What follows belongs to an exercise in optimizing a design on an open flow for small area, a short achievable clock period and few clock cycles per item; a production flow would make more cautious choices. Only simulation tests tie the RTL to the original design; equivalence was not proved. Power is estimated from default activity; no workload was simulated.

File: flow/design.v
`timescale 1ns / 1ps
package brrc_pkg;
	localparam int unsigned SLOTS_DEFAULT = 8;
	localparam int unsigned OFS_W = 48;
	localparam int unsigned LEN_W = 25;
	localparam int unsigned HINT_SPAN_SHIFT = 2;
	localparam logic [LEN_W-1:0] CHUNK_RESET = 25'd262144;
	typedef enum logic [2:0] {
		OP_LOOKUP   = 3'd0,
		OP_AHEAD    = 3'd1,
		OP_ISSUE    = 3'd2,
		OP_COMPLETE = 3'd3,
		OP_RELEASE  = 3'd4
	} op_t;
	typedef enum logic [2:0] {
		ST_HIT      = 3'd0,
		ST_WAIT     = 3'd1,
		ST_PLANNED  = 3'd2,
		ST_DECLINED = 3'd3,
		ST_ISSUED   = 3'd4,
		ST_DONE     = 3'd5
	} status_t;
	typedef enum logic [1:0] {
		REG_CHUNK = 2'd0,
		REG_REUSE = 2'd1
	} reg_t;
	typedef enum logic [3:0] {
		S_IDLE,
		S_LK_CONS,
		S_LK_HIT,
		S_LK_WAIT,
		S_LK_CLIP,
		S_RA_FREE,
		S_RA_SKIP,
		S_RA_CLIP,
		S_FINISH,
		S_OUT
	} state_t;
	typedef struct packed {
		logic [2:0]  op;
		logic [7:0]  source_id;
		logic [47:0] req_offset;
		logic [47:0] req_end;
		logic [7:0]  slot_hint;
		logic [47:0] hint_min_offset;
		logic [7:0]  hint_min_slot;
		logic [15:0] align_mask;
		logic [47:0] source_last;
		logic [5:0]  done_slot;
		logic [24:0] landed_size;
		logic        landed_has_buffer;
	} req_t;
	typedef struct packed {
		logic [2:0]  status;
		logic [5:0]  slot;
		logic [23:0] data_offset;
		logic [24:0] avail_size;
		logic [7:0]  read_source;
		logic [47:0] read_offset;
		logic [24:0] rd_size;
		logic        use_own_buffer;
	} rsp_t;
endpackage
`timescale 1ns / 1ps
module byte_range_read_cache_slots_core #(
	parameter int unsigned SLOTS = brrc_pkg::SLOTS_DEFAULT
) (
	input  logic        clk,
	input  logic        arst_n,
	input  logic        req_valid,
	output logic        req_ready,
	input  brrc_pkg::req_t req_data,
	output logic        rsp_valid,
	input  logic        rsp_ready,
	output brrc_pkg::rsp_t rsp_data,
	input  logic        psel,
	input  logic        penable,
	input  logic        pwrite,
	input  logic [2:0]  paddr,
	input  logic [31:0] pwdata,
	output logic [31:0] prdata,
	output logic        pready
);
	localparam int unsigned SW = $clog2(SLOTS);
	localparam int unsigned CW = $clog2(SLOTS + 1);
	localparam int unsigned RW = $clog2(SLOTS + 2);
	localparam int unsigned SEL_RECIP = (65536 + SLOTS - 1) / SLOTS;
	logic [brrc_pkg::LEN_W-1:0] chunk_q;
	logic             reuse_q;
	logic             used_q [SLOTS];
	logic [7:0]       owner_q [SLOTS];
	logic [brrc_pkg::OFS_W-1:0] start_q [SLOTS];
	logic [brrc_pkg::OFS_W-1:0] end_q [SLOTS];
	logic [brrc_pkg::LEN_W-1:0] ext_q [SLOTS];
	logic [brrc_pkg::OFS_W-1:0] cons_q [SLOTS];
	logic             busy_q [SLOTS];
	logic             buf_q [SLOTS];
	logic             pend_q;
	logic [SW-1:0]    pslot_q;
	brrc_pkg::state_t           state_q;
	brrc_pkg::state_t           state_d;
	brrc_pkg::req_t             r_q;
	brrc_pkg::rsp_t             o_q;
	logic [CW-1:0]    k_q;
	logic [RW-1:0]    round_q;
	logic             moved_q, found_q;
	logic [SW-1:0]    t_q;
	logic [brrc_pkg::OFS_W-1:0] pos_q;
	logic [brrc_pkg::OFS_W:0]   len_q;
	logic [brrc_pkg::OFS_W-1:0] am48;
	logic [brrc_pkg::OFS_W:0]   am49;
	assign am48 = {32'd0, r_q.align_mask};
	assign am49 = {33'd0, r_q.align_mask};
	assign pready = 1'b1;
	assign req_ready = (state_q == brrc_pkg::S_IDLE);
	assign rsp_valid = (state_q == brrc_pkg::S_OUT);
	assign rsp_data = o_q;
	always_comb begin
		prdata = 32'd0;
		case (paddr[2])
			1'b0: prdata = {7'd0, chunk_q};
			default: prdata = {31'd0, reuse_q};
		endcase
	end
	always_ff @(posedge clk or negedge arst_n) begin
		if (!arst_n) begin
			chunk_q <= brrc_pkg::CHUNK_RESET;
			reuse_q <= 1'b1;
		end else if (psel && penable && pwrite) begin
			if (paddr == {1'(brrc_pkg::REG_CHUNK), 2'b00})
				chunk_q <= pwdata[brrc_pkg::LEN_W-1:0];
			else if (paddr == {1'(brrc_pkg::REG_REUSE), 2'b00})
				reuse_q <= pwdata[0];
		end
	end
	logic [SW-1:0]    k;
	logic             own_k, last_k;
	logic [brrc_pkg::OFS_W:0]   reach_k, sext_k;
	assign k = k_q[SW-1:0];
	assign own_k = used_q[k] && owner_q[k] == r_q.source_id;
	assign sext_k = {1'b0, start_q[k]} + {24'd0, ext_q[k]};
	assign reach_k = busy_q[k] ? sext_k : {1'b0, end_q[k]};
	assign last_k = (k_q == CW'(SLOTS - 1));
	logic [brrc_pkg::OFS_W-1:0] hmo_al, lk_pos;
	logic [brrc_pkg::OFS_W:0]   hmo_span, hmo_top;
	logic             use_hint;
	logic [7:0]       lk_sel;
	logic [SW-1:0]    lk_t;
	assign hmo_span = {1'b0, r_q.hint_min_offset}
		+ {26'd0, chunk_q[brrc_pkg::LEN_W-1:brrc_pkg::HINT_SPAN_SHIFT]};
	assign hmo_al = r_q.hint_min_offset & ~am48;
	assign hmo_top = {1'b0, hmo_al} + {24'd0, chunk_q};
	assign use_hint = r_q.hint_min_offset < r_q.req_offset
		&& hmo_span > {1'b0, r_q.req_offset}
		&& {1'b0, r_q.req_end} < hmo_top;
	assign lk_pos = (use_hint ? r_q.hint_min_offset : r_q.req_offset) & ~am48;
	assign lk_sel = use_hint ? r_q.hint_min_slot : r_q.slot_hint;
	logic [23:0] sel_prod;
	logic [7:0]  sel_quot, sel_rem;
	assign sel_prod = {16'd0, lk_sel} * 24'(SEL_RECIP);
	assign sel_quot = sel_prod[23:16];
	assign sel_rem = lk_sel - 8'(16'(sel_quot) * 16'(SLOTS));
	assign lk_t = SW'(sel_rem);
	logic [brrc_pkg::OFS_W-1:0] diff_k, top_al;
	logic [brrc_pkg::OFS_W:0]   al_last, al_gap;
	assign al_last = ({1'b0, r_q.source_last} + am49) & ~am49;
	assign al_gap = al_last - {1'b0, pos_q};
	assign diff_k = start_q[k] - pos_q;
	assign top_al = reach_k[brrc_pkg::OFS_W-1:0] & ~am48;
	logic idle_k;
	assign idle_k = !busy_q[k] && (!used_q[k] || end_q[k] <= cons_q[k]);
	logic skip_hit;
	assign skip_hit = k != t_q && own_k && start_q[k] <= pos_q
		&& {1'b0, pos_q} < reach_k;
	logic [brrc_pkg::OFS_W:0] pos_len;
	assign pos_len = {1'b0, pos_q} + len_q;
	logic lk_clip;
	assign lk_clip = pos_len > {1'b0, r_q.source_last} && al_last > {1'b0, pos_q}
		&& al_gap < len_q;
	logic [brrc_pkg::OFS_W:0] ra_len;
	assign ra_len = (k_q == '0 && len_q > {24'd0, chunk_q}) ? {24'd0, chunk_q} : len_q;
	logic [SW-1:0] ds;
	assign ds = r_q.done_slot[SW-1:0];
	always_ff @(posedge clk or negedge arst_n) begin
		if (!arst_n) begin
			state_q <= brrc_pkg::S_IDLE;
			pend_q <= 1'b0;
			pslot_q <= '0;
			for (int i = 0; i < SLOTS; i++) begin
				used_q[i] <= 1'b0;
				owner_q[i] <= '0;
				start_q[i] <= '0;
				end_q[i] <= '0;
				ext_q[i] <= '0;
				cons_q[i] <= '0;
				busy_q[i] <= 1'b0;
				buf_q[i] <= 1'b0;
			end
		end else begin
			state_q <= state_d;
			case (state_q)
				brrc_pkg::S_IDLE: begin
					if (req_valid) begin
						r_q <= req_data;
						k_q <= '0;
						round_q <= '0;
						moved_q <= 1'b0;
						found_q <= 1'b0;
						o_q <= '0;
						o_q.status <= brrc_pkg::ST_DECLINED;
					end
				end
				brrc_pkg::S_LK_CONS: begin
					if (own_k) cons_q[k] <= r_q.req_offset;
					k_q <= last_k ? '0 : k_q + 1'b1;
				end
				brrc_pkg::S_LK_HIT: begin
					if (o_q.status != brrc_pkg::ST_HIT && !busy_q[k] && own_k
						&& r_q.req_offset >= start_q[k] && r_q.req_offset < end_q[k]) begin
						o_q.status <= brrc_pkg::ST_HIT;
						o_q.slot <= 6'(k);
						o_q.data_offset <= 24'(r_q.req_offset - start_q[k]);
						o_q.avail_size <= 25'(end_q[k] - r_q.req_offset);
					end
					k_q <= last_k ? '0 : k_q + 1'b1;
					pos_q <= lk_pos;
					len_q <= {24'd0, chunk_q};
					t_q <= lk_t;
				end
				brrc_pkg::S_LK_WAIT: begin
					if (busy_q[k] && own_k && r_q.req_offset >= start_q[k]
						&& {1'b0, r_q.req_offset} < sext_k) begin
						pend_q <= 1'b0;
						o_q.status <= brrc_pkg::ST_WAIT;
						o_q.slot <= 6'(k);
					end else if (last_k && busy_q[t_q]) begin
						pend_q <= 1'b0;
						o_q.status <= brrc_pkg::ST_WAIT;
						o_q.slot <= 6'(t_q);
					end
					k_q <= last_k ? '0 : k_q + 1'b1;
				end
				brrc_pkg::S_LK_CLIP: begin
					if (k != t_q && own_k) begin
						if (start_q[k] > pos_q) begin
							if ({1'b0, diff_k} < len_q) len_q <= {1'b0, diff_k};
						end else if (reach_k > {1'b0, pos_q}) begin
							pos_q <= top_al;
						end
					end
					k_q <= last_k ? '0 : k_q + 1'b1;
				end
				brrc_pkg::S_RA_FREE: begin
					if (idle_k && (!found_q || (!buf_q[t_q] && buf_q[k]))) begin
						t_q <= k;
						found_q <= 1'b1;
					end
					pos_q <= r_q.req_offset & ~am48;
					k_q <= last_k ? '0 : k_q + 1'b1;
				end
				brrc_pkg::S_RA_SKIP: begin
					if (skip_hit) begin
						if (top_al <= pos_q) begin
							found_q <= 1'b0;
						end else begin
							pos_q <= top_al;
						end
					end
					if (last_k) begin
						k_q <= '0;
						moved_q <= 1'b0;
						round_q <= round_q + 1'b1;
					end else begin
						k_q <= k_q + 1'b1;
						if (skip_hit && top_al > pos_q) moved_q <= 1'b1;
					end
					len_q <= al_gap;
				end
				brrc_pkg::S_RA_CLIP: begin
					if (k != t_q && own_k && start_q[k] > pos_q
						&& {1'b0, diff_k} < ra_len)
						len_q <= {1'b0, diff_k};
					else
						len_q <= ra_len;
					k_q <= last_k ? '0 : k_q + 1'b1;
				end
				brrc_pkg::S_FINISH: begin
					case (r_q.op)
						brrc_pkg::OP_LOOKUP, brrc_pkg::OP_AHEAD: begin
							if (r_q.op == brrc_pkg::OP_LOOKUP && lk_clip)
								len_q <= al_gap;
							if (o_q.status == brrc_pkg::ST_DECLINED && (r_q.op == brrc_pkg::OP_LOOKUP
								|| (found_q && len_q != '0))) begin
								used_q[t_q] <= 1'b1;
								owner_q[t_q] <= r_q.source_id;
								start_q[t_q] <= pos_q;
								cons_q[t_q] <= r_q.req_offset;
								pend_q <= 1'b1;
								pslot_q <= t_q;
								o_q.status <= brrc_pkg::ST_PLANNED;
								o_q.slot <= 6'(t_q);
								if (r_q.op == brrc_pkg::OP_LOOKUP && lk_clip)
									ext_q[t_q] <= al_gap[brrc_pkg::LEN_W-1:0];
								else
									ext_q[t_q] <= len_q[brrc_pkg::LEN_W-1:0];
							end
						end
						brrc_pkg::OP_ISSUE: begin
							if (pend_q) begin
								o_q.status <= brrc_pkg::ST_ISSUED;
								o_q.slot <= 6'(pslot_q);
								o_q.read_source <= used_q[pslot_q] ? owner_q[pslot_q] : 8'd0;
								o_q.read_offset <= start_q[pslot_q];
								o_q.rd_size <= ext_q[pslot_q];
								o_q.use_own_buffer <= reuse_q && buf_q[pslot_q];
								busy_q[pslot_q] <= 1'b1;
								pend_q <= 1'b0;
							end
						end
						brrc_pkg::OP_COMPLETE: begin
							o_q.status <= brrc_pkg::ST_DONE;
							o_q.slot <= r_q.done_slot;
							if (32'(r_q.done_slot) < SLOTS) begin
								buf_q[ds] <= r_q.landed_has_buffer;
								ext_q[ds] <= r_q.landed_size;
								end_q[ds] <= start_q[ds] + {23'd0, r_q.landed_size};
								busy_q[ds] <= 1'b0;
							end
						end
						brrc_pkg::OP_RELEASE: begin
							o_q.status <= brrc_pkg::ST_DONE;
							for (int i = 0; i < SLOTS; i++) begin
								if (!busy_q[i]) begin
									used_q[i] <= 1'b0;
									owner_q[i] <= '0;
									start_q[i] <= '0;
									end_q[i] <= '0;
									cons_q[i] <= '0;
								end
							end
						end
						default: ;
					endcase
				end
				default: ;
			endcase
		end
	end
	always_comb begin
		state_d = state_q;
		case (state_q)
			brrc_pkg::S_IDLE: if (req_valid) begin
				case (req_data.op)
					brrc_pkg::OP_LOOKUP: state_d = brrc_pkg::S_LK_CONS;
					brrc_pkg::OP_AHEAD: state_d = pend_q ? brrc_pkg::S_OUT : brrc_pkg::S_RA_FREE;
					brrc_pkg::OP_ISSUE, brrc_pkg::OP_COMPLETE, brrc_pkg::OP_RELEASE: state_d = brrc_pkg::S_FINISH;
					default: state_d = brrc_pkg::S_OUT;
				endcase
			end
			brrc_pkg::S_LK_CONS: if (last_k) state_d = brrc_pkg::S_LK_HIT;
			brrc_pkg::S_LK_HIT: if (last_k) state_d = (o_q.status == brrc_pkg::ST_HIT
				|| (!busy_q[k] && own_k && r_q.req_offset >= start_q[k]
				&& r_q.req_offset < end_q[k])) ? brrc_pkg::S_OUT : brrc_pkg::S_LK_WAIT;
			brrc_pkg::S_LK_WAIT: begin
				if (busy_q[k] && own_k && r_q.req_offset >= start_q[k]
					&& {1'b0, r_q.req_offset} < sext_k) state_d = brrc_pkg::S_OUT;
				else if (last_k) state_d = busy_q[t_q] ? brrc_pkg::S_OUT : brrc_pkg::S_LK_CLIP;
			end
			brrc_pkg::S_LK_CLIP: if (last_k) state_d = brrc_pkg::S_FINISH;
			brrc_pkg::S_RA_FREE: if (last_k)
				state_d = (found_q || idle_k) ? brrc_pkg::S_RA_SKIP : brrc_pkg::S_OUT;
			brrc_pkg::S_RA_SKIP: begin
				if (skip_hit && top_al <= pos_q) state_d = brrc_pkg::S_OUT;
				else if (last_k) begin
					if (!(moved_q || skip_hit))
						state_d = (pos_q >= r_q.source_last) ? brrc_pkg::S_OUT : brrc_pkg::S_RA_CLIP;
					else if (round_q == RW'(SLOTS)) state_d = brrc_pkg::S_OUT;
				end
			end
			brrc_pkg::S_RA_CLIP: if (last_k) state_d = brrc_pkg::S_FINISH;
			brrc_pkg::S_FINISH: state_d = brrc_pkg::S_OUT;
			brrc_pkg::S_OUT: if (rsp_ready) state_d = brrc_pkg::S_IDLE;
			default: state_d = brrc_pkg::S_IDLE;
		endcase
	end
endmodule
`timescale 1ns / 1ps
module brrc_top (
	input  logic        clk,
	input  logic        arst_n,
	input  logic        req_valid,
	output logic        req_ready,
	input  logic [2:0]  req_op,
	input  logic [7:0]  req_source_id,
	input  logic [47:0] req_offset,
	input  logic [47:0] req_end,
	input  logic [7:0]  req_slot_hint,
	input  logic [47:0] req_hint_min_offset,
	input  logic [7:0]  req_hint_min_slot,
	input  logic [15:0] req_align_mask,
	input  logic [47:0] req_source_last,
	input  logic [5:0]  req_done_slot,
	input  logic [24:0] req_landed_size,
	input  logic        req_landed_has_buffer,
	output logic        rsp_valid,
	input  logic        rsp_ready,
	output logic [2:0]  rsp_status,
	output logic [5:0]  rsp_slot,
	output logic [23:0] rsp_data_offset,
	output logic [24:0] rsp_avail_size,
	output logic [7:0]  rsp_read_source,
	output logic [47:0] rsp_read_offset,
	output logic [24:0] rsp_rd_size,
	output logic        rsp_use_own_buffer,
	input  logic        psel,
	input  logic        penable,
	input  logic        pwrite,
	input  logic [2:0]  paddr,
	input  logic [31:0] pwdata,
	output logic [31:0] prdata,
	output logic        pready
);
	brrc_pkg::req_t req_d;
	brrc_pkg::rsp_t rsp_d;
	assign req_d.op = req_op;
	assign req_d.source_id = req_source_id;
	assign req_d.req_offset = req_offset;
	assign req_d.req_end = req_end;
	assign req_d.slot_hint = req_slot_hint;
	assign req_d.hint_min_offset = req_hint_min_offset;
	assign req_d.hint_min_slot = req_hint_min_slot;
	assign req_d.align_mask = req_align_mask;
	assign req_d.source_last = req_source_last;
	assign req_d.done_slot = req_done_slot;
	assign req_d.landed_size = req_landed_size;
	assign req_d.landed_has_buffer = req_landed_has_buffer;
	assign rsp_status = rsp_d.status;
	assign rsp_slot = rsp_d.slot;
	assign rsp_data_offset = rsp_d.data_offset;
	assign rsp_avail_size = rsp_d.avail_size;
	assign rsp_read_source = rsp_d.read_source;
	assign rsp_read_offset = rsp_d.read_offset;
	assign rsp_rd_size = rsp_d.rd_size;
	assign rsp_use_own_buffer = rsp_d.use_own_buffer;
	byte_range_read_cache_slots_core #(.SLOTS(8)) u_core (
		.clk(clk), .arst_n(arst_n),
		.req_valid(req_valid), .req_ready(req_ready), .req_data(req_d),
		.rsp_valid(rsp_valid), .rsp_ready(rsp_ready), .rsp_data(rsp_d),
		.psel(psel), .penable(penable), .pwrite(pwrite), .paddr(paddr),
		.pwdata(pwdata), .prdata(prdata), .pready(pready)
	);
endmodule
File: flow/run.sh
#!/bin/bash
# synth_recipe.tcl (not shown) runs the flow's synth.tcl, then flattens the netlist and writes it again
# the make line also repeats each setting of config.mk as NAME=value (left out here)
make -C /OpenROAD-flow-scripts/flow DESIGN_CONFIG=/design/flow/config.mk WORK_HOME=/design/flow/orfs CLKGATE_MAP_FILE= SYNTH_SCRIPT=/design/flow/synth_recipe.tcl finish
File: flow/config.mk
export PLATFORM = sky130hd
export DESIGN_NAME = brrc_top
export DESIGN_NICKNAME = brrc_top
export VERILOG_FILES = /design/flow/design.v
export SDC_FILE = /design/flow/constraint.sdc
export NUM_CORES = 4
export LEC_CHECK = 0
export CAP_MARGIN = 20
export CORE_MARGIN = 2
export CORE_UTILIZATION = 30
export SLEW_MARGIN = 20
File: flow/constraint.sdc
create_clock -name core_clock -period 12.0 [get_ports {clk}]
set_input_delay 2.4000 -clock core_clock [delete_from_list [all_inputs] [get_ports {clk}]]
set_output_delay 2.4000 -clock core_clock [all_outputs]
set_load 0.01 [all_outputs]
==> summary.txt <==
# TYPE chip_impl_metric gauge
chip_impl_info{name="run_status",value="finished clean"} 1
chip_impl_metric{name="clock_buffer_depth",unit=""} 4
chip_impl_info{name="cts_tree",value="done"} 1
chip_impl_metric{name="die_height",unit="um"} 647
chip_impl_metric{name="die_width",unit="um"} 647
chip_impl_info{name="worst_path_max_delay_cell",value="o2111a_1"} 1
chip_impl_metric{name="floorplan.initialDensity",unit=""} 0.301
chip_impl_metric{name="antenna_found_initial",unit=""} 70
chip_impl_metric{name="clock_insertion_delay_worst_skew",unit="ps"} 980
chip_impl_metric{name="synth-async-reset-ratio",unit=""} 0.744
chip_impl_info{name="yosys_most_used_dff",value="dfrtp_1"} 1
chip_impl_metric{name="syn_to_final_growth",unit="%"} 16.0
chip_impl_metric{name="detail_route.wirelength",unit="um"} 584000
chip_impl_metric{name="routed_wire_length_per_instance",unit="um"} 30.1
chip_impl_metric{name="grt_use_total",unit=""} 0.269
chip_impl_info{name="layout_commonest_cell",value="nand2_1"} 1
chip_impl_info{name="clock_tree.root_cell",value="clkbuf_16"} 1
chip_impl_info{name="grt_setup_unrepaired",value="no"} 1
chip_impl_metric{name="fill_cells",unit=""} 42500
chip_impl_metric{name="grt-ovfl-total",unit=""} 0
chip_impl_metric{name="relative_slew_slack",unit=""} 0.131
chip_impl_metric{name="finalWeightedCongestion",unit=""} 1.00
chip_impl_metric{name="timing.max_cap.violations",unit=""} 0
chip_impl_metric{name="synth_seq_area_share",unit=""} 0.420
chip_impl_metric{name="drt_drc_violations_left",unit=""} 0
chip_impl_metric{name="nets_final",unit=""} 15000
chip_impl_metric{name="number_of_buffer_and_inverter_stages_on_the_critical_path",unit=""} 1
chip_impl_metric{name="crit_arrival",unit="ps"} 11620
chip_impl_metric{name="report.final.hold_viol_count",unit=""} 0
chip_impl_metric{name="clock-skew-final",unit="ps"} 82.2
chip_impl_metric{name="final_period_minus_worst_setup_slack",unit="ps"} 10840
chip_impl_metric{name="postCtsSetupBuffers",unit=""} 0
chip_impl_metric{name="cts_htree_levels",unit=""} 4
chip_impl_metric{name="synth.top_cell.area_share",unit=""} 0.297
chip_impl_info{name="synthDominantAreaCellType",value="dfrtp_1"} 1
chip_impl_metric{name="setup_total_negative_slack",unit="ps"} 0
chip_impl_metric{name="power_per_cell_area",unit="nW/um^2"} 312
chip_impl_metric{name="num_vias",unit=""} 113000
chip_impl_metric{name="synth_enable_flop_cells",unit=""} 507
chip_impl_metric{name="ys_ff_latch",unit=""} 1981
chip_impl_metric{name="cp_data_required_time",unit="ps"} 12780
chip_impl_metric{name="max_slew.worst_pin.slew",unit="ps"} 1280
chip_impl_metric{name="critical_path.max_stage_delay",unit="ps"} 990
chip_impl_metric{name="total_power",unit="W"} 0.0449
chip_impl_metric{name="report.final.setup_viol",unit=""} 0
chip_impl_metric{name="final_antenna_net_count",unit=""} 0
chip_impl_metric{name="fin_crit_sh",unit=""} 0.904
chip_impl_metric{name="firstDrtPassIters",unit=""} 10
chip_impl_metric{name="first_global_vias",unit=""} 106000
chip_impl_metric{name="sequential_cell_area",unit="um^2"} 52100
chip_impl_metric{name="floorplan.core_area",unit="um^2"} 412000
chip_impl_metric{name="fmax",unit="GHz"} 0.0922
chip_impl_info{name="hold_class",value="reg -> reg"} 1
chip_impl_metric{name="cts_resized",unit=""} 0
chip_impl_metric{name="clock_sinks",unit=""} 1981
chip_impl_metric{name="yosys.cell_types.count",unit=""} 101
chip_impl_metric{name="static-leakage-power",unit="nW"} 61.5
chip_impl_metric{name="multiInputGateArea",unit="um^2"} 67700
chip_impl_metric{name="top_level_ports",unit=""} 484
chip_impl_info{name="critPathLaunchType",value="flip-flop"} 1
chip_impl_metric{name="syn_area_per_cell",unit="um^2"} 9.19
chip_impl_metric{name="global_route_wire_length_before_repair",unit="um"} 812000
chip_impl_metric{name="total_die_area",unit="um^2"} 418000
chip_impl_metric{name="cts.hold.buffers_added",unit=""} 0
chip_impl_metric{name="drtIter0Drc",unit=""} 15400
chip_impl_metric{name="worst_ir_drop_vdd",unit="uV"} 202
chip_impl_metric{name="grt_start_max_net_pins",unit=""} 151
chip_impl_metric{name="ys.warnings.count",unit=""} 9
chip_impl_metric{name="final-max-slew-violation-count",unit=""} 0
chip_impl_metric{name="syn_inst",unit=""} 13500
chip_impl_info{name="synthTopCellsByArea",value="dfrtp_1 (30%), edfxtp_1 (12%), ha_1 (9.6%)"} 1
chip_impl_info{name="path_common_cell",value="a21oi_1"} 1
chip_impl_metric{name="post_synth_instance_area",unit="um^2"} 124000
chip_impl_info{name="crit_family",value="compound AO/OA/AOI/OAI gates"} 1
chip_impl_metric{name="place_hpwl",unit="um"} 419000
chip_impl_metric{name="buffer_ports.inserted",unit=""} 458
chip_impl_info{name="layout.cells.most_common_list",value="nand2_1 (2291), o21ai_0 (1704), dfrtp_1 (1469)"} 1
chip_impl_info{name="cp-end-kind",value="flip-flop"} 1
chip_impl_metric{name="clk_pin_slew",unit="ps"} 60
chip_impl_metric{name="numCtsBuffers",unit=""} 233
chip_impl_metric{name="rows",unit=""} 236
chip_impl_metric{name="timing.critical_path.fanout_max",unit=""} 25
chip_impl_info{name="criticalPathCategory",value="reg -> reg"} 1
chip_impl_metric{name="rrSetupSlack",unit="ps"} 1160
chip_impl_metric{name="via_per_inst",unit=""} 5.84
chip_impl_metric{name="drive_above_1_share",unit=""} 0.0924
==> synth_stat cells, types with 158 or more instances <==
master,instances
inv_1,473
xnor2_1,250
nor2_1,687
clkbuf_1,694
nand4_1,271
a21oi_1,605
edfxtp_1,507
o21ai_0,1711
nand2_1,2298
a21o_1,315
ha_1,949
mux2_2,373
a222oi_1,202
dfrtp_1,1472
xor2_1,158
o31ai_1,302
==> sequential cells by signal (all words and copies together), names as in the netlist, 8 cells and up <==
register	flops
u_core.chunk_q	25
u_core.r_q	257
u_core.used_q	8
u_core.cons_q	384
u_core.busy_q	8
u_core.len_q	49
u_core.buf_q	8
u_core.start_q	384
u_core.pos_q	48
u_core.owner_q	64
u_core.o_q	140
u_core.ext_q	200
u_core.end_q	384
==> cells by family (layout without fill, tap and decap cells) <==
family                     count (synthesis)  after routing  synth area share
AOI/OAI and AO/OA                       4267           4267             0.221
and+or+nand+nor                         4065           4065             0.143
DFF                                     1981           1981             0.420
buffers and inverters                   1295           1698            0.0397
adders and majority gates                959            959            0.0974
muxes                                    514            514            0.0490
xor gates and xnor gates                 408            408            0.0288
other                                      2             34         0.0000606
==> per-stage QoR <==
| stage | hold WS (ps) | instance area, um^2 | instances | worst slack [ps] | utilization |
|---|---|---|---|---|---|
| CTS | 470 | 144000 | 19400 | 1460 | 0.348 |
| detailed placement | 459 | 136000 | 18900 | 1530 | 0.329 |
| global placement | 447 | 136000 | 18900 | 1710 | 0.329 |
| floorplan | 433 | 124000 | 13500 | 2720 | - |
| global route | 495 | 144000 | 19400 | 549 | 0.349 |
| finish | 469 | 144000 | 19400 | 1160 | 0.349 |
==> worst paths after layout <==
kind,startpoint,end,cells after the start
setup / recovery,u_core.r_q[81],u_core.ext_q[6][9],34
hold / removal,u_core.end_q[1][14],u_core.end_q[1][14],2
setup reg to reg,u_core.r_q[81],u_core.ext_q[6][9],34
hold reg to reg,u_core.end_q[1][14],u_core.end_q[1][14],2
max in group asynchronous,arst_n,u_core.cons_q[0][29],5
min in group asynchronous,arst_n,u_core.start_q[1][44],1
==> routing by layer <==
metal  share of wire  GRT usage
met3            0.10     0.0623
met5         0.00090    0.00254
met4           0.098      0.221
met2            0.41      0.390
met1            0.39      0.341
==> where the power goes <==
group          switching, W  leakage (nW)  internal (W)
Combinational        0.0174          33.4       0.00891
Sequential          0.00193          24.3       0.00917
Clock               0.00319          3.81       0.00425
Total                0.0225          61.5        0.0223
==> final cells by class <==
class	count	area share
Antenna cell	26	0.000453
Clock buffer	314	0.0457
Clock inverter	110	0.00875
Inverter	478	0.0125
Multi-Input combinational cell	10200	0.471
Sequential cell	1981	0.363
Tap cell	5474	0.0477
Timing Repair Buffer	796	0.0513
==> worst reg2reg max path, delay by kind of cell, from the launching register on <==
kind	cells	cell delay [ps]
XOR/XNOR	2	510
buffers and inverters	1	290
AND/OR/NAND/NOR	9	1670
flip-flops	1	540
AO/OA/AOI/OAI	19	6700
adder cells (fa/ha/maj)	3	1010
Testbench counts, summed over its fixed seeds: cycles 152,498, items 11,244.

## afterwards: timing with drivers on the ports
The results above use ideal ports. As a check the final layout listed here was re-extracted and re-timed, cells and wires unchanged. Step 1: set_driving_cell puts a clkbuf_16 on clk and a buf_2 on each other input, an assumption about the parent block. Step 2, shift: input delay + t, output delay - t, t = (earliest + latest rising clock arrival at the registers) / 2. This alone moves slack from input paths to output paths. Three values: no drivers, after step 1, after step 2; two values: the first two.
t, ns: 1.065
setup WS [ns]: 1.157 / 1.157 / 1.157
worst data-port slew with drivers (ns): 0.17
After both steps setup and hold are still met in this run. The setup slack of this run moves by 0.000 ns with the drivers and by 0.000 ns with both steps.
